From an optimization exercise on the open Yosys and OpenROAD flow, aimed at small area and a short achievable clock period; shortcuts taken in it are not production practice.
Function was not checked in any run shown here: the RTL went through the layout flow alone.
In every run shown here, the design's own scripts or RTL, not TritonCTS, make the clock network.
The clock input has no modelled driver; a real chip could not lean on it and would need a root buffer or a full tree.
Power is estimated from default activity; no workload was simulated.

File: flow/design.v
package cpu_pkg;
    typedef enum logic [6:0] {
        OPC_OP     = 7'b0110011,
        OPC_OP_IMM = 7'b0010011,
        OPC_LUI    = 7'b0110111
    } opcode_e;
    typedef enum logic [3:0] {
        ALU_ADD    = 4'd0,
        ALU_SUB    = 4'd1,
        ALU_AND    = 4'd2,
        ALU_OR     = 4'd3,
        ALU_XOR    = 4'd4,
        ALU_SLL    = 4'd5,
        ALU_SRL    = 4'd6,
        ALU_SRA    = 4'd7,
        ALU_SLT    = 4'd8,
        ALU_SLTU   = 4'd9,
        ALU_PASS_B = 4'd10
    } alu_op_e;
endpackage
`timescale 1ns/1ps
module instr_decode (
    input  logic [31:0] instr,
    input  logic        fwd_a,
    input  logic        fwd_b,
    input  logic [31:0] rs1,
    input  logic [31:0] rs2,
    input  logic [31:0] rs2_n,
    input  logic        e_s_add,
    input  logic        e_s_lt,
    input  logic [31:0] e_sum,
    input  logic [31:0] e_sum_n,
    input  logic [31:0] e_o,
    input  logic [31:0] e_o_n,
    input  logic        e_lt,
    input  logic        e_lt_n,
    output logic [31:0] op_a,
    output logic [31:0] op_bx,
    output logic        sub,
    output logic        s_add,
    output logic        s_x,
    output logic        s_g,
    output logic        s_r,
    output logic        s_l,
    output logic        s_lt,
    output logic        sltu,
    output logic        sra,
    output logic        we
);
    logic [6:0]  opcode;
    logic [2:0]  f3;
    logic        alt;
    logic        is_op;
    logic        is_imm;
    logic        is_lui;
    logic        is_alu;
    logic        rev;
    logic        fa_n, fa_r, sa_n, sa_r;
    logic        fb_p, fb_n, sb_p, sb_n;
    logic [31:0] imm_x;
    assign opcode = instr[6:0];
    assign f3     = instr[14:12];
    assign alt    = instr[30];
    assign is_op  = (opcode == 7'b0110011);
    assign is_imm = (opcode == 7'b0010011);
    assign is_lui = (opcode == 7'b0110111);
    assign is_alu = is_op || is_imm;
    assign we = (is_alu || is_lui) && (instr[11:7] != 5'd0);
    assign s_add = !is_alu || (f3 == 3'd0);
    assign s_l   = is_alu && (f3 == 3'd1);
    assign s_lt  = is_alu && (f3 == 3'd2 || f3 == 3'd3);
    assign s_x   = is_alu && (f3 == 3'd4 || f3 == 3'd6);
    assign s_r   = is_alu && (f3 == 3'd5);
    assign s_g   = is_alu && (f3 == 3'd6 || f3 == 3'd7);
    assign sltu  = (f3 == 3'd3);
    assign sra   = alt && (f3 == 3'd5);
    assign sub   = is_alu && ((f3 == 3'd0 && alt && is_op) || f3 == 3'd2 || f3 == 3'd3);
    assign rev   = (f3 == 3'd1);
    assign fa_n = is_alu && fwd_a && !rev;
    assign fa_r = is_alu && fwd_a && rev;
    assign sa_n = is_alu && !fwd_a && !rev;
    assign sa_r = is_alu && !fwd_a && rev;
    assign fb_p = is_op && fwd_b && !sub;
    assign fb_n = is_op && fwd_b && sub;
    assign sb_p = is_op && !fwd_b && !sub;
    assign sb_n = is_op && !fwd_b && sub;
    always_comb begin
        if (is_imm)      imm_x = {{20{instr[31]}}, instr[31:20]} ^ {32{sub}};
        else if (is_lui) imm_x = {instr[31:12], 12'd0};
        else             imm_x = 32'd0;
    end
    logic c_sn, c_sr, c_ln, c_lr;
    logic c_bsp, c_bsn, c_bon, c_bon0, c_blp, c_bln;
    assign c_sn   = fa_n && e_s_add;
    assign c_sr   = fa_r && e_s_add;
    assign c_ln   = fa_n && e_s_lt;
    assign c_lr   = fa_r && e_s_lt;
    assign c_bsp  = fb_p && e_s_add;
    assign c_bsn  = fb_n && e_s_add;
    assign c_bon  = fb_n && !e_s_add;
    assign c_bon0 = fb_n && !e_s_add && !e_s_lt;
    assign c_blp  = fb_p && e_s_lt;
    assign c_bln  = fb_n && e_s_lt;
    for (genvar i = 0; i < 32; i++) begin : g_op
        if (i == 0) begin : g_a0
            op_sel7 u_a (
                .s0 (c_sn), .d0 (e_sum[i]),
                .s1 (fa_n), .d1 (e_o[i]),
                .s2 (c_sr), .d2 (e_sum[31-i]),
                .s3 (fa_r), .d3 (e_o[31-i]),
                .s4 (sa_n), .d4 (rs1[i]),
                .s5 (sa_r), .d5 (rs1[31-i]),
                .s6 (c_ln), .d6 (e_lt),
                .y  (op_a[i])
            );
        end else if (i == 31) begin : g_a31
            op_sel7 u_a (
                .s0 (c_sn), .d0 (e_sum[i]),
                .s1 (fa_n), .d1 (e_o[i]),
                .s2 (c_sr), .d2 (e_sum[31-i]),
                .s3 (fa_r), .d3 (e_o[31-i]),
                .s4 (sa_n), .d4 (rs1[i]),
                .s5 (sa_r), .d5 (rs1[31-i]),
                .s6 (c_lr), .d6 (e_lt),
                .y  (op_a[i])
            );
        end else begin : g_a
            op_sel6 u_a (
                .s0 (c_sn), .d0 (e_sum[i]),
                .s1 (fa_n), .d1 (e_o[i]),
                .s2 (c_sr), .d2 (e_sum[31-i]),
                .s3 (fa_r), .d3 (e_o[31-i]),
                .s4 (sa_n), .d4 (rs1[i]),
                .s5 (sa_r), .d5 (rs1[31-i]),
                .y  (op_a[i])
            );
        end
        if (i == 0) begin : g_b0
            op_sel8e u_b (
                .s0 (c_bsp),  .d0 (e_sum[i]),
                .s1 (c_bsn),  .d1 (e_sum_n[i]),
                .s2 (fb_p),   .d2 (e_o[i]),
                .s3 (c_bon0), .d3 (e_o_n[i]),
                .s4 (sb_p),   .d4 (rs2[i]),
                .s5 (sb_n),   .d5 (rs2_n[i]),
                .s6 (c_blp),  .d6 (e_lt),
                .s7 (c_bln),  .d7 (e_lt_n),
                .e  (imm_x[i]),
                .y  (op_bx[i])
            );
        end else begin : g_b
            op_sel6e u_b (
                .s0 (c_bsp), .d0 (e_sum[i]),
                .s1 (c_bsn), .d1 (e_sum_n[i]),
                .s2 (fb_p),  .d2 (e_o[i]),
                .s3 (c_bon), .d3 (e_o_n[i]),
                .s4 (sb_p),  .d4 (rs2[i]),
                .s5 (sb_n),  .d5 (rs2_n[i]),
                .e  (imm_x[i]),
                .y  (op_bx[i])
            );
        end
    end
endmodule
module op_sel6 (
    input  logic s0, d0, s1, d1, s2, d2, s3, d3, s4, d4, s5, d5,
    output logic y
);
    assign y = (s0 && d0) || (s1 && d1) || (s2 && d2) || (s3 && d3) || (s4 && d4) || (s5 && d5);
endmodule
module op_sel7 (
    input  logic s0, d0, s1, d1, s2, d2, s3, d3, s4, d4, s5, d5, s6, d6,
    output logic y
);
    assign y = (s0 && d0) || (s1 && d1) || (s2 && d2) || (s3 && d3) || (s4 && d4) || (s5 && d5)
            || (s6 && d6);
endmodule
module op_sel6e (
    input  logic s0, d0, s1, d1, s2, d2, s3, d3, s4, d4, s5, d5, e,
    output logic y
);
    assign y = (s0 && d0) || (s1 && d1) || (s2 && d2) || (s3 && d3) || (s4 && d4) || (s5 && d5) || e;
endmodule
module op_sel8e (
    input  logic s0, d0, s1, d1, s2, d2, s3, d3, s4, d4, s5, d5, s6, d6, s7, d7, e,
    output logic y
);
    assign y = (s0 && d0) || (s1 && d1) || (s2 && d2) || (s3 && d3) || (s4 && d4) || (s5 && d5)
            || (s6 && d6) || (s7 && d7) || e;
endmodule
`timescale 1ns/1ps
module reg_file (
    input  logic [31:1][31:0] regs,
    input  logic [31:0]       wr_data,
    input  logic [31:0]       sel,
    output logic [31:0]       rd_data,
    output logic [31:0]       rd_data_n
);
    for (genvar b = 0; b < 32; b++) begin : g_bit
        logic [31:0] col;
        assign col[0] = wr_data[b];
        for (genvar i = 1; i < 32; i++) begin : g_reg
            assign col[i] = regs[i][b];
        end
        rf_and_or u_ao (.d(col), .h(sel), .q(rd_data[b]), .qn(rd_data_n[b]));
    end
endmodule
module rf_wdec (
    input  logic        we,
    input  logic [4:0]  rd,
    output logic [31:1] wen
);
    always_comb begin
        for (int i = 1; i < 32; i++) wen[i] = we && (rd == i);
    end
endmodule
module rf_pre (
    input  logic [4:0] rs,
    input  logic       e_we,
    input  logic [4:0] e_rd,
    input  logic       d_we,
    input  logic [4:0] d_rd,
    output logic       fwd,
    output logic       thru,
    output logic [3:0] lo,
    output logic [7:0] hi
);
    assign fwd  = d_we && (d_rd == rs);
    assign thru = e_we && (e_rd == rs);
    always_comb begin
        for (int i = 0; i < 4; i++) lo[i] = (rs[1:0] == i);
        for (int i = 0; i < 8; i++) hi[i] = !thru && (rs[4:2] == i);
    end
endmodule
module rf_sel (
    input  logic [31:1] vld,
    input  logic        thru,
    input  logic [3:0]  lo,
    input  logic [7:0]  hi,
    output logic [31:0] sel
);
    always_comb begin
        sel[0] = thru;
        for (int i = 1; i < 32; i++) sel[i] = vld[i] && lo[i % 4] && hi[i / 4];
    end
endmodule
module rf_and_or (
    input  logic [31:0] d,
    input  logic [31:0] h,
    output logic        q,
    output logic        qn
);
    logic [10:0] g;
    logic [3:0]  n;
    logic [1:0]  r;
    for (genvar k = 0; k < 10; k++) begin : g_aoi
        rf_aoi3 u_aoi (.d(d[3*k +: 3]), .h(h[3*k +: 3]), .y(g[k]));
    end
    rf_aoi2 u_aoi_last (.d(d[31:30]), .h(h[31:30]), .y(g[10]));
    rf_nand3 u_n0 (.a(g[2:0]), .y(n[0]));
    rf_nand3 u_n1 (.a(g[5:3]), .y(n[1]));
    rf_nand3 u_n2 (.a(g[8:6]), .y(n[2]));
    rf_nand2 u_n3 (.a(g[10:9]), .y(n[3]));
    rf_nor2  u_r0 (.a(n[1:0]), .y(r[0]));
    rf_nor2  u_r1 (.a(n[3:2]), .y(r[1]));
    rf_nand2 u_q  (.a(r), .y(q));
    rf_and2  u_qn (.a(r), .y(qn));
endmodule
module rf_aoi3 (
    input  logic [2:0] d,
    input  logic [2:0] h,
    output logic       y
);
    assign y = !((d[0] && h[0]) || (d[1] && h[1]) || (d[2] && h[2]));
endmodule
module rf_aoi2 (
    input  logic [1:0] d,
    input  logic [1:0] h,
    output logic       y
);
    assign y = !((d[0] && h[0]) || (d[1] && h[1]));
endmodule
module rf_nand3 (
    input  logic [2:0] a,
    output logic       y
);
    assign y = !(&a);
endmodule
module rf_nor2 (
    input  logic [1:0] a,
    output logic       y
);
    assign y = !(|a);
endmodule
module rf_nand2 (
    input  logic [1:0] a,
    output logic       y
);
    assign y = !(&a);
endmodule
module rf_and2 (
    input  logic [1:0] a,
    output logic       y
);
    assign y = &a;
endmodule
`timescale 1ns/1ps
module alu_exec (
    input  logic [31:0] a,
    input  logic [31:0] bx,
    input  logic        sub,
    input  logic        s_add,
    input  logic        s_x,
    input  logic        s_g,
    input  logic        s_r,
    input  logic        s_l,
    input  logic        s_lt,
    input  logic        sltu,
    input  logic        sra,
    output logic [31:0] result,
    output logic [31:0] sum,
    output logic [31:0] sum_n,
    output logic [31:0] o,
    output logic [31:0] o_n,
    output logic        lt,
    output logic        lt_n
);
    logic [31:0] p;
    logic [31:0] g;
    logic        cout;
    logic [31:0] shr;
    logic [31:0] mask;
    add_pg   u_pg   (.a(a), .b(bx), .cin(sub), .p(p), .g(g));
    add_tree u_tree (.p(p), .g(g), .cin(sub), .s(sum), .sn(sum_n), .cout(cout), .cout_n());
    alu_lt u_lt (.cout(cout), .p31(p[31]), .sltu(sltu), .lt(lt), .lt_n(lt_n));
    alu_shift u_sh (.a(a), .sh(bx[4:0]), .q(shr));
    alu_mask  u_mk (.sh(bx[4:0]), .m(mask));
    for (genvar i = 0; i < 32; i++) begin : g_res
        alu_res_early u_e (
            .s_x (s_x),
            .p   (p[i]),
            .s_g (s_g),
            .g   (g[i]),
            .s_r (s_r),
            .r   (shr[i]),
            .s_l (s_l),
            .l   (shr[31-i]),
            .s_m (s_r && sra && a[31]),
            .m   (mask[i]),
            .o   (o[i]),
            .on  (o_n[i])
        );
        if (i == 0) begin : g_lt
            alu_res_late2 u_l (.s_add(s_add), .sum(sum[i]), .s_lt(s_lt), .lt(lt), .o(o[i]),
                               .y(result[i]));
        end else begin : g_sum
            alu_res_late u_l (.s_add(s_add), .sum(sum[i]), .o(o[i]), .y(result[i]));
        end
    end
endmodule
module add_pg (
    input  logic [31:0] a,
    input  logic [31:0] b,
    input  logic        cin,
    output logic [31:0] p,
    output logic [31:0] g
);
    assign p = a ^ b;
    assign g = {a[31:1] & b[31:1], (a[0] & b[0]) | ((a[0] ^ b[0]) & cin)};
endmodule
module alu_lt (
    input  logic cout,
    input  logic p31,
    input  logic sltu,
    output logic lt,
    output logic lt_n
);
    assign lt   = cout ^ (sltu || p31);
    assign lt_n = !lt;
endmodule
module alu_shift (
    input  logic [31:0] a,
    input  logic [4:0]  sh,
    output logic [31:0] q
);
    assign q = a >> sh;
endmodule
module alu_mask (
    input  logic [4:0]  sh,
    output logic [31:0] m
);
    assign m = ~(32'hffffffff >> sh);
endmodule
module alu_res_early (
    input  logic s_x,
    input  logic p,
    input  logic s_g,
    input  logic g,
    input  logic s_r,
    input  logic r,
    input  logic s_l,
    input  logic l,
    input  logic s_m,
    input  logic m,
    output logic o,
    output logic on
);
    assign o  = (s_x && p) || (s_g && g) || (s_r && r) || (s_l && l) || (s_m && m);
    assign on = !o;
endmodule
module alu_res_late (
    input  logic s_add,
    input  logic sum,
    input  logic o,
    output logic y
);
    assign y = (s_add && sum) || o;
endmodule
module alu_res_late2 (
    input  logic s_add,
    input  logic sum,
    input  logic s_lt,
    input  logic lt,
    input  logic o,
    output logic y
);
    assign y = (s_add && sum) || (s_lt && lt) || o;
endmodule
module add_tree (
    input  logic [31:0] p,
    input  logic [31:0] g,
    input  logic        cin,
    output logic [31:0] s,
    output logic [31:0] sn,
    output logic        cout,
    output logic        cout_n
);
    logic g0_1;
    logic g0_3;
    logic p0_3;
    logic g0_5;
    logic p0_5;
    logic g0_7;
    logic p0_7;
    logic g0_9;
    logic p0_9;
    logic g0_11;
    logic p0_11;
    logic g0_13;
    logic p0_13;
    logic g0_15;
    logic p0_15;
    logic g0_17;
    logic p0_17;
    logic g0_19;
    logic p0_19;
    logic g0_21;
    logic p0_21;
    logic g0_23;
    logic p0_23;
    logic g0_25;
    logic p0_25;
    logic g0_27;
    logic p0_27;
    logic g0_29;
    logic p0_29;
    logic g0_31;
    logic p0_31;
    logic n_31;
    logic g1_2;
    logic g1_3;
    logic n_34;
    logic g1_6;
    logic n_36;
    logic p1_6;
    logic g1_7;
    logic p1_7;
    logic n_40;
    logic g1_10;
    logic n_42;
    logic p1_10;
    logic g1_11;
    logic p1_11;
    logic n_46;
    logic g1_14;
    logic n_48;
    logic p1_14;
    logic g1_15;
    logic p1_15;
    logic n_52;
    logic g1_18;
    logic n_54;
    logic p1_18;
    logic g1_19;
    logic p1_19;
    logic n_58;
    logic g1_22;
    logic n_60;
    logic p1_22;
    logic g1_23;
    logic p1_23;
    logic n_64;
    logic g1_26;
    logic n_66;
    logic p1_26;
    logic g1_27;
    logic p1_27;
    logic n_70;
    logic g1_30;
    logic n_72;
    logic p1_30;
    logic g1_31;
    logic p1_31;
    logic g2_4;
    logic n_77;
    logic g2_5;
    logic g2_6;
    logic g2_7;
    logic g2_12;
    logic p2_12;
    logic n_83;
    logic g2_13;
    logic n_85;
    logic p2_13;
    logic g2_14;
    logic p2_14;
    logic g2_15;
    logic p2_15;
    logic g2_20;
    logic p2_20;
    logic n_93;
    logic g2_21;
    logic n_95;
    logic p2_21;
    logic g2_22;
    logic p2_22;
    logic g2_23;
    logic p2_23;
    logic g2_28;
    logic p2_28;
    logic n_103;
    logic g2_29;
    logic n_105;
    logic p2_29;
    logic g2_30;
    logic p2_30;
    logic g2_31;
    logic p2_31;
    logic n_111;
    logic g3_8;
    logic g3_9;
    logic g3_10;
    logic g3_11;
    logic g3_12;
    logic g3_13;
    logic g3_14;
    logic g3_15;
    logic n_120;
    logic g3_24;
    logic n_122;
    logic p3_24;
    logic g3_25;
    logic p3_25;
    logic g3_26;
    logic p3_26;
    logic g3_27;
    logic p3_27;
    logic g3_28;
    logic p3_28;
    logic g3_29;
    logic p3_29;
    logic g3_30;
    logic p3_30;
    logic g3_31;
    logic p3_31;
    logic g4_16;
    logic n_139;
    logic g4_17;
    logic g4_18;
    logic g4_19;
    logic g4_20;
    logic g4_21;
    logic g4_22;
    logic g4_23;
    logic g4_24;
    logic g4_25;
    logic g4_26;
    logic g4_27;
    logic g4_28;
    logic g4_29;
    logic g4_30;
    logic g4_31;
    tree_aoi21 u0 (.a1(p[1]), .a2(g[0]), .b1(g[1]), .y(g0_1));
    tree_aoi21 u1 (.a1(p[3]), .a2(g[2]), .b1(g[3]), .y(g0_3));
    tree_nand2 u2 (.a(p[3]), .b(p[2]), .y(p0_3));
    tree_aoi21 u3 (.a1(p[5]), .a2(g[4]), .b1(g[5]), .y(g0_5));
    tree_nand2 u4 (.a(p[5]), .b(p[4]), .y(p0_5));
    tree_aoi21 u5 (.a1(p[7]), .a2(g[6]), .b1(g[7]), .y(g0_7));
    tree_nand2 u6 (.a(p[7]), .b(p[6]), .y(p0_7));
    tree_aoi21 u7 (.a1(p[9]), .a2(g[8]), .b1(g[9]), .y(g0_9));
    tree_nand2 u8 (.a(p[9]), .b(p[8]), .y(p0_9));
    tree_aoi21 u9 (.a1(p[11]), .a2(g[10]), .b1(g[11]), .y(g0_11));
    tree_nand2 u10 (.a(p[11]), .b(p[10]), .y(p0_11));
    tree_aoi21 u11 (.a1(p[13]), .a2(g[12]), .b1(g[13]), .y(g0_13));
    tree_nand2 u12 (.a(p[13]), .b(p[12]), .y(p0_13));
    tree_aoi21 u13 (.a1(p[15]), .a2(g[14]), .b1(g[15]), .y(g0_15));
    tree_nand2 u14 (.a(p[15]), .b(p[14]), .y(p0_15));
    tree_aoi21 u15 (.a1(p[17]), .a2(g[16]), .b1(g[17]), .y(g0_17));
    tree_nand2 u16 (.a(p[17]), .b(p[16]), .y(p0_17));
    tree_aoi21 u17 (.a1(p[19]), .a2(g[18]), .b1(g[19]), .y(g0_19));
    tree_nand2 u18 (.a(p[19]), .b(p[18]), .y(p0_19));
    tree_aoi21 u19 (.a1(p[21]), .a2(g[20]), .b1(g[21]), .y(g0_21));
    tree_nand2 u20 (.a(p[21]), .b(p[20]), .y(p0_21));
    tree_aoi21 u21 (.a1(p[23]), .a2(g[22]), .b1(g[23]), .y(g0_23));
    tree_nand2 u22 (.a(p[23]), .b(p[22]), .y(p0_23));
    tree_aoi21 u23 (.a1(p[25]), .a2(g[24]), .b1(g[25]), .y(g0_25));
    tree_nand2 u24 (.a(p[25]), .b(p[24]), .y(p0_25));
    tree_aoi21 u25 (.a1(p[27]), .a2(g[26]), .b1(g[27]), .y(g0_27));
    tree_nand2 u26 (.a(p[27]), .b(p[26]), .y(p0_27));
    tree_aoi21 u27 (.a1(p[29]), .a2(g[28]), .b1(g[29]), .y(g0_29));
    tree_nand2 u28 (.a(p[29]), .b(p[28]), .y(p0_29));
    tree_aoi21 u29 (.a1(p[31]), .a2(g[30]), .b1(g[31]), .y(g0_31));
    tree_nand2 u30 (.a(p[31]), .b(p[30]), .y(p0_31));
    tree_inv u31 (.a(g0_1), .y(n_31));
    tree_aoi21 u32 (.a1(p[2]), .a2(n_31), .b1(g[2]), .y(g1_2));
    tree_oai21 u33 (.a1(p0_3), .a2(g0_1), .b1(g0_3), .y(g1_3));
    tree_inv u34 (.a(g0_5), .y(n_34));
    tree_aoi21 u35 (.a1(p[6]), .a2(n_34), .b1(g[6]), .y(g1_6));
    tree_inv u36 (.a(p0_5), .y(n_36));
    tree_nand2 u37 (.a(p[6]), .b(n_36), .y(p1_6));
    tree_oai21 u38 (.a1(p0_7), .a2(g0_5), .b1(g0_7), .y(g1_7));
    tree_nor2 u39 (.a(p0_7), .b(p0_5), .y(p1_7));
    tree_inv u40 (.a(g0_9), .y(n_40));
    tree_aoi21 u41 (.a1(p[10]), .a2(n_40), .b1(g[10]), .y(g1_10));
    tree_inv u42 (.a(p0_9), .y(n_42));
    tree_nand2 u43 (.a(p[10]), .b(n_42), .y(p1_10));
    tree_oai21 u44 (.a1(p0_11), .a2(g0_9), .b1(g0_11), .y(g1_11));
    tree_nor2 u45 (.a(p0_11), .b(p0_9), .y(p1_11));
    tree_inv u46 (.a(g0_13), .y(n_46));
    tree_aoi21 u47 (.a1(p[14]), .a2(n_46), .b1(g[14]), .y(g1_14));
    tree_inv u48 (.a(p0_13), .y(n_48));
    tree_nand2 u49 (.a(p[14]), .b(n_48), .y(p1_14));
    tree_oai21 u50 (.a1(p0_15), .a2(g0_13), .b1(g0_15), .y(g1_15));
    tree_nor2 u51 (.a(p0_15), .b(p0_13), .y(p1_15));
    tree_inv u52 (.a(g0_17), .y(n_52));
    tree_aoi21 u53 (.a1(p[18]), .a2(n_52), .b1(g[18]), .y(g1_18));
    tree_inv u54 (.a(p0_17), .y(n_54));
    tree_nand2 u55 (.a(p[18]), .b(n_54), .y(p1_18));
    tree_oai21 u56 (.a1(p0_19), .a2(g0_17), .b1(g0_19), .y(g1_19));
    tree_nor2 u57 (.a(p0_19), .b(p0_17), .y(p1_19));
    tree_inv u58 (.a(g0_21), .y(n_58));
    tree_aoi21 u59 (.a1(p[22]), .a2(n_58), .b1(g[22]), .y(g1_22));
    tree_inv u60 (.a(p0_21), .y(n_60));
    tree_nand2 u61 (.a(p[22]), .b(n_60), .y(p1_22));
    tree_oai21 u62 (.a1(p0_23), .a2(g0_21), .b1(g0_23), .y(g1_23));
    tree_nor2 u63 (.a(p0_23), .b(p0_21), .y(p1_23));
    tree_inv u64 (.a(g0_25), .y(n_64));
    tree_aoi21 u65 (.a1(p[26]), .a2(n_64), .b1(g[26]), .y(g1_26));
    tree_inv u66 (.a(p0_25), .y(n_66));
    tree_nand2 u67 (.a(p[26]), .b(n_66), .y(p1_26));
    tree_oai21 u68 (.a1(p0_27), .a2(g0_25), .b1(g0_27), .y(g1_27));
    tree_nor2 u69 (.a(p0_27), .b(p0_25), .y(p1_27));
    tree_inv u70 (.a(g0_29), .y(n_70));
    tree_aoi21 u71 (.a1(p[30]), .a2(n_70), .b1(g[30]), .y(g1_30));
    tree_inv u72 (.a(p0_29), .y(n_72));
    tree_nand2 u73 (.a(p[30]), .b(n_72), .y(p1_30));
    tree_oai21 u74 (.a1(p0_31), .a2(g0_29), .b1(g0_31), .y(g1_31));
    tree_nor2 u75 (.a(p0_31), .b(p0_29), .y(p1_31));
    tree_aoi21 u76 (.a1(p[4]), .a2(g1_3), .b1(g[4]), .y(g2_4));
    tree_inv u77 (.a(g1_3), .y(n_77));
    tree_oai21 u78 (.a1(p0_5), .a2(n_77), .b1(g0_5), .y(g2_5));
    tree_oai21 u79 (.a1(p1_6), .a2(n_77), .b1(g1_6), .y(g2_6));
    tree_aoi21 u80 (.a1(p1_7), .a2(g1_3), .b1(g1_7), .y(g2_7));
    tree_aoi21 u81 (.a1(p[12]), .a2(g1_11), .b1(g[12]), .y(g2_12));
    tree_nand2 u82 (.a(p[12]), .b(p1_11), .y(p2_12));
    tree_inv u83 (.a(g1_11), .y(n_83));
    tree_oai21 u84 (.a1(p0_13), .a2(n_83), .b1(g0_13), .y(g2_13));
    tree_inv u85 (.a(p1_11), .y(n_85));
    tree_nor2 u86 (.a(p0_13), .b(n_85), .y(p2_13));
    tree_oai21 u87 (.a1(p1_14), .a2(n_83), .b1(g1_14), .y(g2_14));
    tree_nor2 u88 (.a(p1_14), .b(n_85), .y(p2_14));
    tree_aoi21 u89 (.a1(p1_15), .a2(g1_11), .b1(g1_15), .y(g2_15));
    tree_nand2 u90 (.a(p1_15), .b(p1_11), .y(p2_15));
    tree_aoi21 u91 (.a1(p[20]), .a2(g1_19), .b1(g[20]), .y(g2_20));
    tree_nand2 u92 (.a(p[20]), .b(p1_19), .y(p2_20));
    tree_inv u93 (.a(g1_19), .y(n_93));
    tree_oai21 u94 (.a1(p0_21), .a2(n_93), .b1(g0_21), .y(g2_21));
    tree_inv u95 (.a(p1_19), .y(n_95));
    tree_nor2 u96 (.a(p0_21), .b(n_95), .y(p2_21));
    tree_oai21 u97 (.a1(p1_22), .a2(n_93), .b1(g1_22), .y(g2_22));
    tree_nor2 u98 (.a(p1_22), .b(n_95), .y(p2_22));
    tree_aoi21 u99 (.a1(p1_23), .a2(g1_19), .b1(g1_23), .y(g2_23));
    tree_nand2 u100 (.a(p1_23), .b(p1_19), .y(p2_23));
    tree_aoi21 u101 (.a1(p[28]), .a2(g1_27), .b1(g[28]), .y(g2_28));
    tree_nand2 u102 (.a(p[28]), .b(p1_27), .y(p2_28));
    tree_inv u103 (.a(g1_27), .y(n_103));
    tree_oai21 u104 (.a1(p0_29), .a2(n_103), .b1(g0_29), .y(g2_29));
    tree_inv u105 (.a(p1_27), .y(n_105));
    tree_nor2 u106 (.a(p0_29), .b(n_105), .y(p2_29));
    tree_oai21 u107 (.a1(p1_30), .a2(n_103), .b1(g1_30), .y(g2_30));
    tree_nor2 u108 (.a(p1_30), .b(n_105), .y(p2_30));
    tree_aoi21 u109 (.a1(p1_31), .a2(g1_27), .b1(g1_31), .y(g2_31));
    tree_nand2 u110 (.a(p1_31), .b(p1_27), .y(p2_31));
    tree_inv u111 (.a(g2_7), .y(n_111));
    tree_aoi21 u112 (.a1(p[8]), .a2(n_111), .b1(g[8]), .y(g3_8));
    tree_oai21 u113 (.a1(p0_9), .a2(g2_7), .b1(g0_9), .y(g3_9));
    tree_oai21 u114 (.a1(p1_10), .a2(g2_7), .b1(g1_10), .y(g3_10));
    tree_aoi21 u115 (.a1(p1_11), .a2(n_111), .b1(g1_11), .y(g3_11));
    tree_oai21 u116 (.a1(p2_12), .a2(g2_7), .b1(g2_12), .y(g3_12));
    tree_aoi21 u117 (.a1(p2_13), .a2(n_111), .b1(g2_13), .y(g3_13));
    tree_aoi21 u118 (.a1(p2_14), .a2(n_111), .b1(g2_14), .y(g3_14));
    tree_oai21 u119 (.a1(p2_15), .a2(g2_7), .b1(g2_15), .y(g3_15));
    tree_inv u120 (.a(g2_23), .y(n_120));
    tree_aoi21 u121 (.a1(p[24]), .a2(n_120), .b1(g[24]), .y(g3_24));
    tree_inv u122 (.a(p2_23), .y(n_122));
    tree_nand2 u123 (.a(p[24]), .b(n_122), .y(p3_24));
    tree_oai21 u124 (.a1(p0_25), .a2(g2_23), .b1(g0_25), .y(g3_25));
    tree_nor2 u125 (.a(p0_25), .b(p2_23), .y(p3_25));
    tree_oai21 u126 (.a1(p1_26), .a2(g2_23), .b1(g1_26), .y(g3_26));
    tree_nor2 u127 (.a(p1_26), .b(p2_23), .y(p3_26));
    tree_aoi21 u128 (.a1(p1_27), .a2(n_120), .b1(g1_27), .y(g3_27));
    tree_nand2 u129 (.a(p1_27), .b(n_122), .y(p3_27));
    tree_oai21 u130 (.a1(p2_28), .a2(g2_23), .b1(g2_28), .y(g3_28));
    tree_nor2 u131 (.a(p2_28), .b(p2_23), .y(p3_28));
    tree_aoi21 u132 (.a1(p2_29), .a2(n_120), .b1(g2_29), .y(g3_29));
    tree_nand2 u133 (.a(p2_29), .b(n_122), .y(p3_29));
    tree_aoi21 u134 (.a1(p2_30), .a2(n_120), .b1(g2_30), .y(g3_30));
    tree_nand2 u135 (.a(p2_30), .b(n_122), .y(p3_30));
    tree_oai21 u136 (.a1(p2_31), .a2(g2_23), .b1(g2_31), .y(g3_31));
    tree_nor2 u137 (.a(p2_31), .b(p2_23), .y(p3_31));
    tree_aoi21 u138 (.a1(p[16]), .a2(g3_15), .b1(g[16]), .y(g4_16));
    tree_inv u139 (.a(g3_15), .y(n_139));
    tree_oai21 u140 (.a1(p0_17), .a2(n_139), .b1(g0_17), .y(g4_17));
    tree_oai21 u141 (.a1(p1_18), .a2(n_139), .b1(g1_18), .y(g4_18));
    tree_aoi21 u142 (.a1(p1_19), .a2(g3_15), .b1(g1_19), .y(g4_19));
    tree_oai21 u143 (.a1(p2_20), .a2(n_139), .b1(g2_20), .y(g4_20));
    tree_aoi21 u144 (.a1(p2_21), .a2(g3_15), .b1(g2_21), .y(g4_21));
    tree_aoi21 u145 (.a1(p2_22), .a2(g3_15), .b1(g2_22), .y(g4_22));
    tree_oai21 u146 (.a1(p2_23), .a2(n_139), .b1(g2_23), .y(g4_23));
    tree_oai21 u147 (.a1(p3_24), .a2(n_139), .b1(g3_24), .y(g4_24));
    tree_aoi21 u148 (.a1(p3_25), .a2(g3_15), .b1(g3_25), .y(g4_25));
    tree_aoi21 u149 (.a1(p3_26), .a2(g3_15), .b1(g3_26), .y(g4_26));
    tree_oai21 u150 (.a1(p3_27), .a2(n_139), .b1(g3_27), .y(g4_27));
    tree_aoi21 u151 (.a1(p3_28), .a2(g3_15), .b1(g3_28), .y(g4_28));
    tree_oai21 u152 (.a1(p3_29), .a2(n_139), .b1(g3_29), .y(g4_29));
    tree_oai21 u153 (.a1(p3_30), .a2(n_139), .b1(g3_30), .y(g4_30));
    tree_aoi21 u154 (.a1(p3_31), .a2(g3_15), .b1(g3_31), .y(g4_31));
    assign s[0]  = p[0] ^ cin;
    assign sn[0] = !(p[0] ^ cin);
    assign s[1]  = p[1] ^ g[0];
    assign sn[1] = !(p[1] ^ g[0]);
    assign s[2]  = !(p[2] ^ g0_1);
    assign sn[2] = p[2] ^ g0_1;
    assign s[3]  = !(p[3] ^ g1_2);
    assign sn[3] = p[3] ^ g1_2;
    assign s[4]  = p[4] ^ g1_3;
    assign sn[4] = !(p[4] ^ g1_3);
    assign s[5]  = !(p[5] ^ g2_4);
    assign sn[5] = p[5] ^ g2_4;
    assign s[6]  = p[6] ^ g2_5;
    assign sn[6] = !(p[6] ^ g2_5);
    assign s[7]  = p[7] ^ g2_6;
    assign sn[7] = !(p[7] ^ g2_6);
    assign s[8]  = !(p[8] ^ g2_7);
    assign sn[8] = p[8] ^ g2_7;
    assign s[9]  = !(p[9] ^ g3_8);
    assign sn[9] = p[9] ^ g3_8;
    assign s[10]  = p[10] ^ g3_9;
    assign sn[10] = !(p[10] ^ g3_9);
    assign s[11]  = p[11] ^ g3_10;
    assign sn[11] = !(p[11] ^ g3_10);
    assign s[12]  = !(p[12] ^ g3_11);
    assign sn[12] = p[12] ^ g3_11;
    assign s[13]  = p[13] ^ g3_12;
    assign sn[13] = !(p[13] ^ g3_12);
    assign s[14]  = !(p[14] ^ g3_13);
    assign sn[14] = p[14] ^ g3_13;
    assign s[15]  = !(p[15] ^ g3_14);
    assign sn[15] = p[15] ^ g3_14;
    assign s[16]  = p[16] ^ g3_15;
    assign sn[16] = !(p[16] ^ g3_15);
    assign s[17]  = !(p[17] ^ g4_16);
    assign sn[17] = p[17] ^ g4_16;
    assign s[18]  = p[18] ^ g4_17;
    assign sn[18] = !(p[18] ^ g4_17);
    assign s[19]  = p[19] ^ g4_18;
    assign sn[19] = !(p[19] ^ g4_18);
    assign s[20]  = !(p[20] ^ g4_19);
    assign sn[20] = p[20] ^ g4_19;
    assign s[21]  = p[21] ^ g4_20;
    assign sn[21] = !(p[21] ^ g4_20);
    assign s[22]  = !(p[22] ^ g4_21);
    assign sn[22] = p[22] ^ g4_21;
    assign s[23]  = !(p[23] ^ g4_22);
    assign sn[23] = p[23] ^ g4_22;
    assign s[24]  = p[24] ^ g4_23;
    assign sn[24] = !(p[24] ^ g4_23);
    assign s[25]  = p[25] ^ g4_24;
    assign sn[25] = !(p[25] ^ g4_24);
    assign s[26]  = !(p[26] ^ g4_25);
    assign sn[26] = p[26] ^ g4_25;
    assign s[27]  = !(p[27] ^ g4_26);
    assign sn[27] = p[27] ^ g4_26;
    assign s[28]  = p[28] ^ g4_27;
    assign sn[28] = !(p[28] ^ g4_27);
    assign s[29]  = !(p[29] ^ g4_28);
    assign sn[29] = p[29] ^ g4_28;
    assign s[30]  = p[30] ^ g4_29;
    assign sn[30] = !(p[30] ^ g4_29);
    assign s[31]  = p[31] ^ g4_30;
    assign sn[31] = !(p[31] ^ g4_30);
    assign cout   = !g4_31;
    assign cout_n = g4_31;
endmodule
module tree_aoi21 (input logic a1, input logic a2, input logic b1, output logic y);
    assign y = !((a1 && a2) || b1);
endmodule
module tree_oai21 (input logic a1, input logic a2, input logic b1, output logic y);
    assign y = !((a1 || a2) && b1);
endmodule
module tree_nand2 (input logic a, input logic b, output logic y);
    assign y = !(a && b);
endmodule
module tree_nor2 (input logic a, input logic b, output logic y);
    assign y = !(a || b);
endmodule
module tree_inv (input logic a, output logic y);
    assign y = !a;
endmodule
`timescale 1ns/1ps
module retire_stage (
    input  logic        retire_valid,
    input  logic        e_valid,
    input  logic [15:0] count,
    input  logic [15:0] pc_lo,
    input  logic [13:0] pc_hi,
    output logic [15:0] count_nxt,
    output logic [13:0] pc_hi_nxt
);
    assign count_nxt = count + {15'd0, e_valid};
    assign pc_hi_nxt = pc_hi + {13'd0, retire_valid && (&pc_lo)};
endmodule
`timescale 1ns/1ps
module cpu_top (
    input  logic                         clk,
    input  logic                         rstn,
    input  logic                         instr_valid,
    input  logic [31:0]                  instr,
    output logic                         retire_valid,
    output logic                         retire_we,
    output logic [32-1:0]         retire_pc,
    output logic [5-1:0]   retire_rd,
    output logic [32-1:0]         retire_data,
    output logic [16-1:0] retire_count
);
    logic        f_valid;
    logic [31:0] f_instr;
    always_ff @(posedge clk or negedge rstn) begin
        if (!rstn) f_valid <= 1'b0;
        else       f_valid <= instr_valid;
    end
    logic        e_we;
    logic [4:0]  e_rd;
    logic        we_nxt;
    logic        pa_fwd, pa_thru, pb_fwd, pb_thru;
    logic [3:0]  pa_lo, pb_lo;
    logic [7:0]  pa_hi, pb_hi;
    logic        f_fwd_a, f_thru_a, f_fwd_b, f_thru_b;
    logic [3:0]  f_lo_a, f_lo_b;
    logic [7:0]  f_hi_a, f_hi_b;
    rf_pre u_pre_a (
        .rs   (instr[19:15]),
        .e_we (e_we),
        .e_rd (e_rd),
        .d_we (f_valid && we_nxt),
        .d_rd (f_instr[11:7]),
        .fwd  (pa_fwd),
        .thru (pa_thru),
        .lo   (pa_lo),
        .hi   (pa_hi)
    );
    rf_pre u_pre_b (
        .rs   (instr[24:20]),
        .e_we (e_we),
        .e_rd (e_rd),
        .d_we (f_valid && we_nxt),
        .d_rd (f_instr[11:7]),
        .fwd  (pb_fwd),
        .thru (pb_thru),
        .lo   (pb_lo),
        .hi   (pb_hi)
    );
    always_ff @(posedge clk) begin
        f_instr  <= instr;
        f_fwd_a  <= pa_fwd;
        f_thru_a <= pa_thru;
        f_lo_a   <= pa_lo;
        f_hi_a   <= pa_hi;
        f_fwd_b  <= pb_fwd;
        f_thru_b <= pb_thru;
        f_lo_b   <= pb_lo;
        f_hi_b   <= pb_hi;
    end
    logic [31:1][31:0] regs;
    logic [31:1] vld;
    logic [31:0] rs1_data;
    logic [31:0] rs2_data;
    logic [31:0] rs2_data_n;
    logic [31:1] wen;
    rf_wdec u_wdec (.we(retire_we), .rd(retire_rd), .wen(wen));
    always_ff @(posedge clk or negedge rstn) begin
        if (!rstn) begin
            vld <= '0;
        end else begin
            vld <= vld | wen;
        end
    end
    always_ff @(posedge clk) begin
        for (int i = 1; i < 32; i++) begin
            if (wen[i]) begin
                regs[i] <= retire_data;
            end
        end
    end
    logic [31:0] sel_a;
    logic [31:0] sel_b;
    rf_sel u_sel_a (.vld(vld), .thru(f_thru_a), .lo(f_lo_a), .hi(f_hi_a), .sel(sel_a));
    rf_sel u_sel_b (.vld(vld), .thru(f_thru_b), .lo(f_lo_b), .hi(f_hi_b), .sel(sel_b));
    logic [31:0] rs1_data_n;
    reg_file u_rf_a (.regs(regs), .wr_data(retire_data), .sel(sel_a), .rd_data(rs1_data), .rd_data_n(rs1_data_n));
    reg_file u_rf_b (.regs(regs), .wr_data(retire_data), .sel(sel_b), .rd_data(rs2_data), .rd_data_n(rs2_data_n));
    logic        e_valid;
    logic [31:0] alu_result;
    logic [31:0] alu_sum;
    logic [31:0] alu_sum_n;
    logic [31:0] alu_o;
    logic [31:0] alu_o_n;
    logic        alu_lt;
    logic        alu_lt_n;
    logic [31:0] op_a_nxt;
    logic [31:0] op_bx_nxt;
    logic        sub_nxt, s_add_nxt, s_x_nxt, s_g_nxt, s_r_nxt, s_l_nxt, s_lt_nxt;
    logic        sltu_nxt, sra_nxt;
    logic        e_s_add, e_s_lt;
    instr_decode u_dec (
        .instr (f_instr),
        .fwd_a (f_fwd_a),
        .fwd_b (f_fwd_b),
        .rs1   (rs1_data),
        .rs2   (rs2_data),
        .rs2_n (rs2_data_n),
        .e_s_add (e_s_add),
        .e_s_lt  (e_s_lt),
        .e_sum   (alu_sum),
        .e_sum_n (alu_sum_n),
        .e_o     (alu_o),
        .e_o_n   (alu_o_n),
        .e_lt    (alu_lt),
        .e_lt_n  (alu_lt_n),
        .op_a  (op_a_nxt),
        .op_bx (op_bx_nxt),
        .sub   (sub_nxt),
        .s_add (s_add_nxt),
        .s_x   (s_x_nxt),
        .s_g   (s_g_nxt),
        .s_r   (s_r_nxt),
        .s_l   (s_l_nxt),
        .s_lt  (s_lt_nxt),
        .sltu  (sltu_nxt),
        .sra   (sra_nxt),
        .we    (we_nxt)
    );
    logic [31:0] e_a;
    logic [31:0] e_bx;
    logic        e_sub, e_s_x, e_s_g, e_s_r, e_s_l, e_sltu, e_sra;
    always_ff @(posedge clk or negedge rstn) begin
        if (!rstn) begin
            e_valid <= 1'b0;
            e_we    <= 1'b0;
        end else begin
            e_valid <= f_valid;
            e_we    <= f_valid && we_nxt;
        end
    end
    always_ff @(posedge clk) begin
        e_a     <= op_a_nxt;
        e_bx    <= op_bx_nxt;
        e_sub   <= sub_nxt;
        e_s_add <= s_add_nxt;
        e_s_x   <= s_x_nxt;
        e_s_g   <= s_g_nxt;
        e_s_r   <= s_r_nxt;
        e_s_l   <= s_l_nxt;
        e_s_lt  <= s_lt_nxt;
        e_sltu  <= sltu_nxt;
        e_sra   <= sra_nxt;
        e_rd    <= f_instr[11:7];
    end
    alu_exec u_alu (
        .a        (e_a),
        .bx       (e_bx),
        .sub      (e_sub),
        .s_add    (e_s_add),
        .s_x      (e_s_x),
        .s_g      (e_s_g),
        .s_r      (e_s_r),
        .s_l      (e_s_l),
        .s_lt     (e_s_lt),
        .sltu     (e_sltu),
        .sra      (e_sra),
        .result   (alu_result),
        .sum      (alu_sum),
        .sum_n    (alu_sum_n),
        .o        (alu_o),
        .o_n      (alu_o_n),
        .lt       (alu_lt),
        .lt_n     (alu_lt_n)
    );
    logic [15:0] pc_lo;
    logic [13:0] pc_hi;
    logic [15:0] count_nxt;
    logic [13:0] pc_hi_nxt;
    retire_stage u_ret (
        .retire_valid (retire_valid),
        .e_valid      (e_valid),
        .count        (retire_count),
        .pc_lo        (pc_lo),
        .pc_hi        (pc_hi),
        .count_nxt    (count_nxt),
        .pc_hi_nxt    (pc_hi_nxt)
    );
    always_ff @(posedge clk or negedge rstn) begin
        if (!rstn) begin
            retire_valid <= 1'b0;
            retire_we    <= 1'b0;
            retire_count <= '0;
            pc_hi        <= '0;
        end else begin
            retire_valid <= e_valid;
            retire_we    <= e_valid && e_we;
            retire_count <= count_nxt;
            pc_hi        <= pc_hi_nxt;
        end
    end
    always_ff @(posedge clk) begin
        pc_lo       <= retire_count;
        retire_rd   <= e_rd;
        retire_data <= alu_result;
    end
    assign retire_pc = {pc_hi, pc_lo, 2'b00};
endmodule
File: flow/flow/run.sh
#!/bin/bash
# the standard layout, but for the clock tree, and with timing repair aimed
# below the design's period (repair_timing works until each path has
# SETUP_SLACK_MARGIN ns of slack).
#   1. standard.sh up to placement, with buf_2 as the port buffer cell
#   2. flow/cts.tcl in place of ORFS's cts step: a two-level clock tree of
#      clkbuf_16 (the clock port drives 4 roots, each root 16 leaves, each
#      leaf a compact cluster of about 20 flip-flops), then ORFS's timing
#      repair and legalisation as in its cts step
#   3. standard.sh on to the end
# each step's output goes to its own log here; ORFS's own logs are in orfs/logs.
set -euo pipefail
M=6.8
bash standard.sh SETUP_SLACK_MARGIN=$M "BUFFER_PORTS_ARGS=-buffer_cell sky130_fd_sc_hd__buf_2" place > log_1_place.log 2>&1
bash standard.sh SETUP_SLACK_MARGIN=$M vars > log_2_vars.log 2>&1
P=${FLOW_PLATFORM:-sky130hd}
(
  set +u
  source orfs/objects/$P/cpu_top/base/vars.sh
  export SCRIPTS_DIR=$FLOW_HOME/scripts
  export FLOW_CLOCK_PORT=clk
  export FLOW_CTS_LEAF_DEPTH=6
  export FLOW_CTS_ROOT_DEPTH=2
  export FLOW_CTS_LEAF_CELL=sky130_fd_sc_hd__clkbuf_16
  export FLOW_CTS_ROOT_CELL=sky130_fd_sc_hd__clkbuf_16
  openroad -no_splash -exit -metrics "$LOG_DIR/4_1_cts.json" flow/cts.tcl > "$LOG_DIR/4_1_cts.log" 2>&1
) > log_3_cts.log 2>&1
cp orfs/logs/$P/cpu_top/base/4_1_cts.log log_3_cts.log
cp orfs/results/$P/cpu_top/base/4_1_cts.odb orfs/results/$P/cpu_top/base/4_cts.odb
bash standard.sh SETUP_SLACK_MARGIN=$M finish > log_4_finish.log 2>&1
File: flow/flow/cts.tcl
# clock tree stage of the layout: ORFS's cts.tcl with the clock tree built
# here instead of by clock_tree_synthesis: the clock port drives a few root
# buffers, each root drives leaf buffers, each leaf a compact cluster of
# flip-flops (recursive bisection of the flip-flop locations), so every
# flip-flop is two buffers from the port.
utl::set_metrics_stage "cts__{}"
source $::env(SCRIPTS_DIR)/load.tcl
erase_non_stage_variables cts
load_design 3_place.odb 3_place.sdc

proc bisect { pts depth } {
  if { $depth == 0 } {
    return [list $pts]
  }
  set xs [lmap p $pts { lindex $p 0 }]
  set ys [lmap p $pts { lindex $p 1 }]
  set w [expr { [tcl::mathfunc::max {*}$xs] - [tcl::mathfunc::min {*}$xs] }]
  set h [expr { [tcl::mathfunc::max {*}$ys] - [tcl::mathfunc::min {*}$ys] }]
  set idx [expr { $w >= $h ? 0 : 1 }]
  set s [lsort -integer -index $idx $pts]
  set n [llength $s]
  set m [expr { $n / 2 }]
  return [concat [bisect [lrange $s 0 [expr { $m - 1 }]] [expr { $depth - 1 }]] \
    [bisect [lrange $s $m end] [expr { $depth - 1 }]]]
}

proc centroid { pts } {
  set sx 0
  set sy 0
  foreach p $pts {
    set sx [expr { $sx + [lindex $p 0] }]
    set sy [expr { $sy + [lindex $p 1] }]
  }
  set n [llength $pts]
  return [list [expr { $sx / $n }] [expr { $sy / $n }]]
}

proc place_buf { block master name xy } {
  set inst [odb::dbInst_create $block $master $name]
  set w [$master getWidth]
  set h [$master getHeight]
  $inst setLocation [expr { int([lindex $xy 0] - $w / 2) }] [expr { int([lindex $xy 1] - $h / 2) }]
  $inst setPlacementStatus PLACED
  return $inst
}

proc build_clock_tree { leaf_depth root_depth leaf_cell root_cell } {
  set db [ord::get_db]
  set block [ord::get_db_block]
  set leaf_master [$db findMaster $leaf_cell]
  set root_master [$db findMaster $root_cell]
  set clk [[$block findBTerm $::env(FLOW_CLOCK_PORT)] getNet]
  set pts {}
  foreach it [$clk getITerms] {
    set bb [[$it getInst] getBBox]
    lappend pts [list [expr { ([$bb xMin] + [$bb xMax]) / 2 }] \
      [expr { ([$bb yMin] + [$bb yMax]) / 2 }] $it]
  }
  puts "clock tree: [llength $pts] sinks"
  set leaves [bisect $pts $leaf_depth]
  set per_root [expr { 1 << ($leaf_depth - $root_depth) }]
  set nroot [expr { 1 << $root_depth }]
  for { set r 0 } { $r < $nroot } { incr r } {
    set group [lrange $leaves [expr { $r * $per_root }] [expr { ($r + 1) * $per_root - 1 }]]
    set leaf_xy {}
    foreach cl $group {
      lappend leaf_xy [centroid $cl]
    }
    set rnet [odb::dbNet_create $block "clknet_root_$r"]
    $rnet setSigType CLOCK
    set rinst [place_buf $block $root_master "clkbuf_root_$r" [centroid $leaf_xy]]
    [$rinst findITerm A] connect $clk
    [$rinst findITerm X] connect $rnet
    set k 0
    foreach cl $group xy $leaf_xy {
      set name "${r}_$k"
      set lnet [odb::dbNet_create $block "clknet_leaf_$name"]
      $lnet setSigType CLOCK
      set linst [place_buf $block $leaf_master "clkbuf_leaf_$name" $xy]
      [$linst findITerm A] connect $rnet
      [$linst findITerm X] connect $lnet
      foreach p $cl {
        set it [lindex $p 2]
        $it disconnect
        $it connect $lnet
      }
      puts "clock tree: leaf $name [llength $cl] sinks"
      incr k
    }
  }
  $clk setSigType CLOCK
}

build_clock_tree $::env(FLOW_CTS_LEAF_DEPTH) $::env(FLOW_CTS_ROOT_DEPTH) \
  $::env(FLOW_CTS_LEAF_CELL) $::env(FLOW_CTS_ROOT_CELL)
set_propagated_clock [all_clocks]

log_cmd estimate_parasitics -placement
report_clock_latency

set_placement_padding -global \
  -left $::env(CELL_PAD_IN_SITES_DETAIL_PLACEMENT) \
  -right $::env(CELL_PAD_IN_SITES_DETAIL_PLACEMENT)
detailed_placement
log_cmd estimate_parasitics -placement
report_clock_latency

repair_timing_helper
detailed_placement
check_placement -verbose

report_metrics 4 "cts final"

orfs_write_db $::env(RESULTS_DIR)/4_1_cts.odb
orfs_write_sdc $::env(RESULTS_DIR)/4_cts.sdc
File: flow/standard.sh
#!/bin/bash
# synth_recipe.tcl (not shown) runs the flow's synth.tcl, then flattens the netlist and writes it again
# the make line also repeats each setting of config.mk as NAME=value (left out here)
make -C /OpenROAD-flow-scripts/flow DESIGN_CONFIG=/design/flow/config.mk WORK_HOME=/design/flow/orfs CLKGATE_MAP_FILE= SYNTH_SCRIPT=/design/flow/synth_recipe.tcl "${@:-finish}"
File: flow/config.mk
export PLATFORM = sky130hd
export DESIGN_NAME = cpu_top
export DESIGN_NICKNAME = cpu_top
export VERILOG_FILES = /design/flow/design.v
export SDC_FILE = /design/flow/constraint.sdc
export NUM_CORES = 8
export LEC_CHECK = 0
export CAP_MARGIN = 20
export CORE_MARGIN = 2
export CORE_UTILIZATION = 40
export SLEW_MARGIN = 20
export SYNTH_HIERARCHICAL = 1
File: flow/constraint.sdc
create_clock -name core_clock -period 10.0 [get_ports {clk}]
set_input_delay 2.0000 -clock core_clock [delete_from_list [all_inputs] [get_ports {clk}]]
set_output_delay 2.0000 -clock core_clock [all_outputs]
set_load 0.01 [all_outputs]
==> key figures, run 1 <==
Global routing
  • Grt ovf: 0
  • Total GRT Usage: 31.72%
  • Initial antenna violation count: 25
  • Number of global-route vias before repair: 39760
  • First-pass GRT wire length: 310100 µm
  • Largest net degree at the start of global routing: 67

STA
  • Final Hold Vio Count: 0
  • Max Slew Vio Count: 0
  • Final worst slack: between 6000 and 7000 ps
  • RSZ-0062 raised after global routing: yes
  • Min cycle time layout: 3285 ps
  • Fin crit share: 32.85%
  • Hold_ws: 352.8 ps
  • FMAX: 304.4 MHz
  • Rel. slew slack: 23.58%
  • Post-route clock skew: approximately 57 ps
  • Setup_tns: 0 ps
  • Least-Margin Pin Slew: 1144 ps
  • Final setup fails: 0

Setup path
  • CP Launch Type: flop
  • Critical Path Sink Type: flop
  • CP Class: flop to flop
  • CP Cell Sequence: and3_1, buf_4, a222oi_1, nand3_1, nor2_1, nand2_1, a22oi_1, nand3_1
  • Critical path arrival: about 3700 ps
  • Critical path data required time: 10410 ps
  • Crit-path max FO: 32
  • CP dominant cell by count: nand3_1
  • Critical Path Max Stage Delay: 830 ps
  • CP max-delay cell: nor2_1

Routing
  • Pre-antenna DRT Iters: 15
  • Post-Route WL: ~230000 µm
  • Via density: between 7 and 8
  • Post-route ant nets: 0
  • Via count: 42940
  • DR DRC count: 0
  • 1st-iter DRT viols: 10280
  • Routed length per instance: 38.33 µm

Placed design
  • DP Cell Count: 5770
  • DP HPWL: 131900 µm
  • # port buffers: 119
  • Pre-CTS setup slack: about 5900 ps
  • GPL Wtd Cong: 0.9814

Yosys
  • Mapped Cells: approximately 3800
  • Netlist Area Pre-Place: 0.05415 mm²
  • Syn avg cell area: between 10 and 15 µm²
  • Ys Warns: 11

Final layout
  • Register area: 0.03539 mm²
  • Fill count: 11850
  • Layout cells sized above 1: between 10% and 20%
  • Nets: 4233
  • Non-Filler Instances: 5955
  • Area of the multi-input gates: 0.01888 mm²
  • Area delta synth->final: 14.59%

Pwr
  • Worst vdd ir: ~0.15 mV
  • P_sw: roughly 1.8 mW
  • Combinational share of power: 2.5%
  • Internal Power: 6.843 mW
  • Sw frac: 20.67%
  • PwrDens: 139.0 mW/mm²
  • Flop pwr share: approximately two thirds
  • Leakage: 20.75 nW
  • Clock share of power: 32.3%

Status
  • Status: complete, no violations

Clock tree
  • Post-cts hold buffer count: 0
  • Worst skew pair latency: 530 ps
  • CTS clk-pin slew, worst paths: around 100 ps

Floorplanning
  • Initial Util: 40.12%
  • I/O Pins: roughly 120
  • Die Height: 371.9 µm
  • # rows: 135
  • DIE AREA: 0.1383 mm²
  • Core area: 0.1350 mm²
  • Die X: between 300 and 400 µm

Worst hold path
  • HP Class: flop to flop

Run
  • Max_cap viols: 0
==> through the flow <==
stage / util, % / total power, mW / area, µm²
final: 45.97 / 8.626 / 62050
after global routing: 45.95 / 8.816 / 62010
after CTS: 45.76 / 8.624 / 61760
after detailed placement: 43.09 / 5.943 / 58150
after global placement: 43.05 / 5.941 / 58100
after floorplan: - / 5.832 / 54160
==> cell usage in the layout, fill, tap and decap left out, drive strengths merged, types with 78 or more instances in the layout <==
master,instances
and2,78
a222oi,706
nand2,224
buf,350
a21oi,96
nor2,237
edfxtp,992
and3,80
nand3,285
a22oi,227
dfxtp,191
==> final timing paths <==
check | endpoint | slack, ps | depth (start not counted) | start
max in group asynchronous | retire_we | 7620 | 2 | rstn
hold reg to reg | e_valid | 350 | 0 | f_valid
hold / removal | e_valid | 350 | 0 | f_valid
setup reg to reg | e_bx[27] | 6720 | 8 | f_lo_b[3]
min in group asynchronous | retire_count[12] | 1710 | 2 | rstn
setup / recovery | e_bx[27] | 6720 | 8 | f_lo_b[3]
==> area by class of cell <==
cell class / count / share of cell area, %
sequential: 1249 / 57.04
multi-input combinational: 2427 / 30.43
timing repair buffer: 376 / 5.880
tap: 1781 / 3.592
buffer: 68 / 2.743
inverter: 40 / 0.2581
antenna: 14 / 0.05646
==> routing by layer <==
metal / wire, µm / part of all wire [%] / global-route usage, %
met1: 78900 / 35 / 39.66
met2: 98640 / 43 / 47.56
met3: 33190 / 15 / 10.58
met4: 17420 / 7.6 / 19.37
met5: 124 / 0.054 / 0
==> power by group through the flow <==
| stage | logic (mW) | registers, mW | clock network [mW] |
|---|---|---|---|
| 4_1_cts | 0.208 | 5.63 | 2.79 |
| 6_report | 0.214 | 5.63 | 2.78 |
| 5_1_grt | 0.228 | 5.64 | 2.95 |
| 3_5_place_dp | 0.188 | 5.75 | 0 |
| 3_3_place_gp | 0.186 | 5.75 | 0 |
| 2_1_floorplan | 0.0825 | 5.75 | 0 |
==> registers in the layout, indices dropped and copies added (netlist names), 4 cells and up <==
| name | count |
|---|---|
| e_a | 32 |
| e_bx | 32 |
| f_hi_a | 8 |
| pc_hi | 14 |
| regs | 992 |
| retire_count | 16 |
| f_lo_a | 4 |
| e_rd | 5 |
| f_lo_b | 4 |
| f_instr | 32 |
| vld | 31 |
| f_hi_b | 8 |
| retire_data | 32 |
| pc_lo | 16 |
| retire_rd | 5 |
==> critical path: cells and delay by family, from the launching register on <==
kind	cells	cell delay, ps
simple gates	5	1630
flops	1	520
buf+inv	1	310
compound gates	2	700
==> repair_timing <==
action	in CTS	in global routing
setup endpoints to repair	123	45
cloned	24	1
setup buffers	70	8
pin swaps	3	7
resized for setup	177	45
==> run 2: changes to the inputs <==
--- a/flow/flow/run.sh
+++ b/flow/flow/run.sh
@@ -11,5 +11,5 @@
 # each step's output goes to its own log here; ORFS's own logs are in orfs/logs.
 set -euo pipefail
-M=6.8
+M=7.0
 bash standard.sh SETUP_SLACK_MARGIN=$M "BUFFER_PORTS_ARGS=-buffer_cell sky130_fd_sc_hd__buf_2" place > log_1_place.log 2>&1
 bash standard.sh SETUP_SLACK_MARGIN=$M vars > log_2_vars.log 2>&1
==> key figures, run 2 <==
Status
  • Status: complete, no violations

Routing
  • Post-Route WL: 232700 µm (+1.9%)
  • Via density: 7.219 (+0.13%)
  • Routed length per instance: 38.57 µm (+0.62%)
  • Pre-antenna DRT Iters: 14 (-1)
  • Post-route ant nets: 0 (unchanged)
  • 1st-iter DRT viols: 9848 (-4.2%)
  • DR DRC count: 0 (unchanged)
  • Via count: 43550 (+1.4%)

Global routing
  • Initial antenna violation count: 17 (-32%)
  • Total GRT Usage: 32.15% (+0.44 points)
  • First-pass GRT wire length: 313800 µm (+1.2%)
  • Grt ovf: 0 (unchanged)
  • Number of global-route vias before repair: 40190 (+1.1%)
  • Largest net degree at the start of global routing: 67 (unchanged)

STA
  • Rel. slew slack: 26.01% (+2.4 points)
  • Max Slew Vio Count: 0 (unchanged)
  • Final setup fails: 0 (unchanged)
  • Fin crit share: 32.31% (-0.54 points)
  • Min cycle time layout: 3231 ps (-53.77 ps)
  • FMAX: 309.5 MHz (+1.7%)
  • Least-Margin Pin Slew: 1104 ps (-39.19 ps)
  • Final Hold Vio Count: 0 (unchanged)
  • Post-route clock skew: 74.24 ps (+16.97 ps)
  • Setup_tns: 0 ps (unchanged)
  • RSZ-0062 raised after global routing: yes

Setup path
  • Critical Path Sink Type: flop
  • CP Class: flop to flop
  • Critical Path Source: f_lo_a[2]
  • CP Launch Type: flop
  • Critical path arrival: 3650 ps (-50 ps)
  • Reg2reg start: f_lo_a[2]
  • Crit-path max FO: 25 (-22%)
  • Critical path data required time: 10410 ps (about the same)

Final layout
  • Commonest cells after routing, fill and taps aside: 992 x edfxtp_1, 706 x a222oi_1, 280 x nand3_1
  • Biggest register: regs
  • Layout cells sized above 1: 22.49% (+4.2 points)
  • Most common cell after layout, fill and taps aside: edfxtp_1
  • Max FFs per register: 992 (unchanged)
  • Design Area, Final: 0.06342 mm² (+2.2%)
  • Area delta synth->final: 17.12%
  • Nets: 4310 (+1.8%)

Yosys
  • Ys Warns: 11 (unchanged)
  • Syn avg cell area: 14.35 µm² (unchanged)
  • Mapped Cells: 3774 (unchanged)
  • Netlist Area Pre-Place: 0.05415 mm² (unchanged)

Floorplanning
  • # rows: 135 (unchanged)
  • Die X: 371.9 µm (unchanged)
  • Core area: 0.1350 mm² (unchanged)
  • Die Height: 371.9 µm (unchanged)
  • Initial Util: 40.12% (unchanged)
  • I/O Pins: 122 (unchanged)
  • DIE AREA: 0.1383 mm² (unchanged)

Worst hold path
  • HP Class: flop to flop
  • Hold wc startpoint: f_valid

Placed design
  • DP Area: 0.05816 mm² (about the same)
  • DP HPWL: 130300 µm (-1.2%)
  • GPL Wtd Cong: 0.9662 (-1.5%)
  • # port buffers: 119 (unchanged)

Clock tree
  • Post-cts hold buffer count: 0 (unchanged)
  • CTS clk-pin slew, worst paths: 90 ps (about the same)
  • Worst skew pair latency: 550 ps (+20 ps)

Run
  • Max_cap viols: 0 (unchanged)

Pwr
  • PwrDens: 137.0 mW/mm² (-1.5%)
  • Worst vdd ir: 0.1532 mV (+1.2%)
  • Leakage: 21.20 nW (+2.2%)
## run 2: changes by cell type in the layout (fill, tap and decap cells not counted), moves of 12 or more
cell | before | now
a22oi_1 | 162 | 134
dfxtp_2 | 3 | 23
buf_6 | 6 | 62
nor2_1 | 182 | 166
buf_2 | 106 | 62
nor2_2 | 22 | 34
buf_4 | 201 | 269
a22oi_2 | 65 | 93
dfxtp_1 | 156 | 132
## run 2: area by class of cell
type,instances,area [µm²]
multi-input combinational,2429,19410
tap,1781,2228
sequential,1249,35440
inverter,40,163.9
buffer,68,1702
antenna,15,37.54
fill,11670,71540
timing repair buffer,451,4437
## run 2: per-stage QoR
stage               total power [mW]  util (%)  hold WS [ps]  cells  worst slack [ps]
floorplan                      5.834         -         346.7   3775              6933
finish                         8.685     46.99         386.7   6033              6769
global route                   8.875     46.96         405.6   6019              6801
detailed placement             5.943     43.10         374.9   5769              5556
global placement               5.940     43.10         370.2   5769              5655
CTS                            8.660     46.31         393.5   5975              6793
## run 2: layer usage
| layer | global-route usage, % | vias to the layer above | routed length [µm] |
|---|---|---|---|
| met5 | 0 | - | 123 |
| li1 | - | 17500 | - |
| met4 | 22.08 | 20 | 20190 |
| met2 | 46.94 | 3558 | 98330 |
| met3 | 12.01 | 651 | 35370 |
| met1 | 39.48 | 21820 | 78690 |
## run 2: where the power goes
part / leakage, nW / internal [mW] / switching, mW / total, mW
clock network: 0.838 / 1.20 / 1.59 / 2.78
registers: 9.49 / 5.57 / 0.0475 / 5.62
logic: 10.9 / 0.114 / 0.168 / 0.282
## run 2: repair_timing
action | CTS | global route
buffers inserted | 114 | 41
endpoints found under the hold margin | 0 | 0
pin swaps | 18 | 59
gates resized for setup | 292 | 139
endpoints found under the setup margin | 172 | 152
gates cloned | 24 | 2
## run 2: path summary, 6_finish.rpt
check,to,slack (ps),depth (start not counted)
min in group asynchronous,retire_count[10],1690,2
max in group asynchronous,retire_we,7630,2
worst max register to register,e_a[31],6770,8
worst min-delay path,e_valid,390,0
worst max-delay path,e_a[31],6770,8
worst min register to register,e_valid,390,0
## run 2: worst max-delay path, stage by stage, from the launching register on
cell and delay, ps:
dfxtp_1 510, and3_1 430, buf_4 360, a222oi_1 390
nand3_1 300, nor2_2 470, nand2_1 310, a22oi_1 240
nand3_1 90

[separate check: timing with driven ports]
No port has a modelled driver above. Below, the same layouts with a new extraction and two added sets of constraints.
Step 1: set_driving_cell puts a clkbuf_16 on clk and a buf_2 on each other input, an assumption about the parent block.
Step 2 moves the port delays by t, midway between the first and last clock arrival at a register: inputs arrive t later, outputs are due t later. That takes back most of the time a late clock gives input paths.
Slacks: no drivers / after step 1 / after step 2; pairs: no drivers / after step 1.
| run | shift t [ns] | setup slack, ns | worst register clock-pin slew, ns |
|---|---|---|---|
| run 1 | 0.667 | 6.715 / 6.622 / 6.498 | 0.11 / 0.11 |
| run 2 | 0.682 | 6.769 / 6.631 / 6.555 | 0.11 / 0.11 |
After both steps setup and hold are still met in every run listed. For run 1, which loses most, drivers alone change the setup slack by -0.093 ns; drivers and shift together by -0.217 ns.
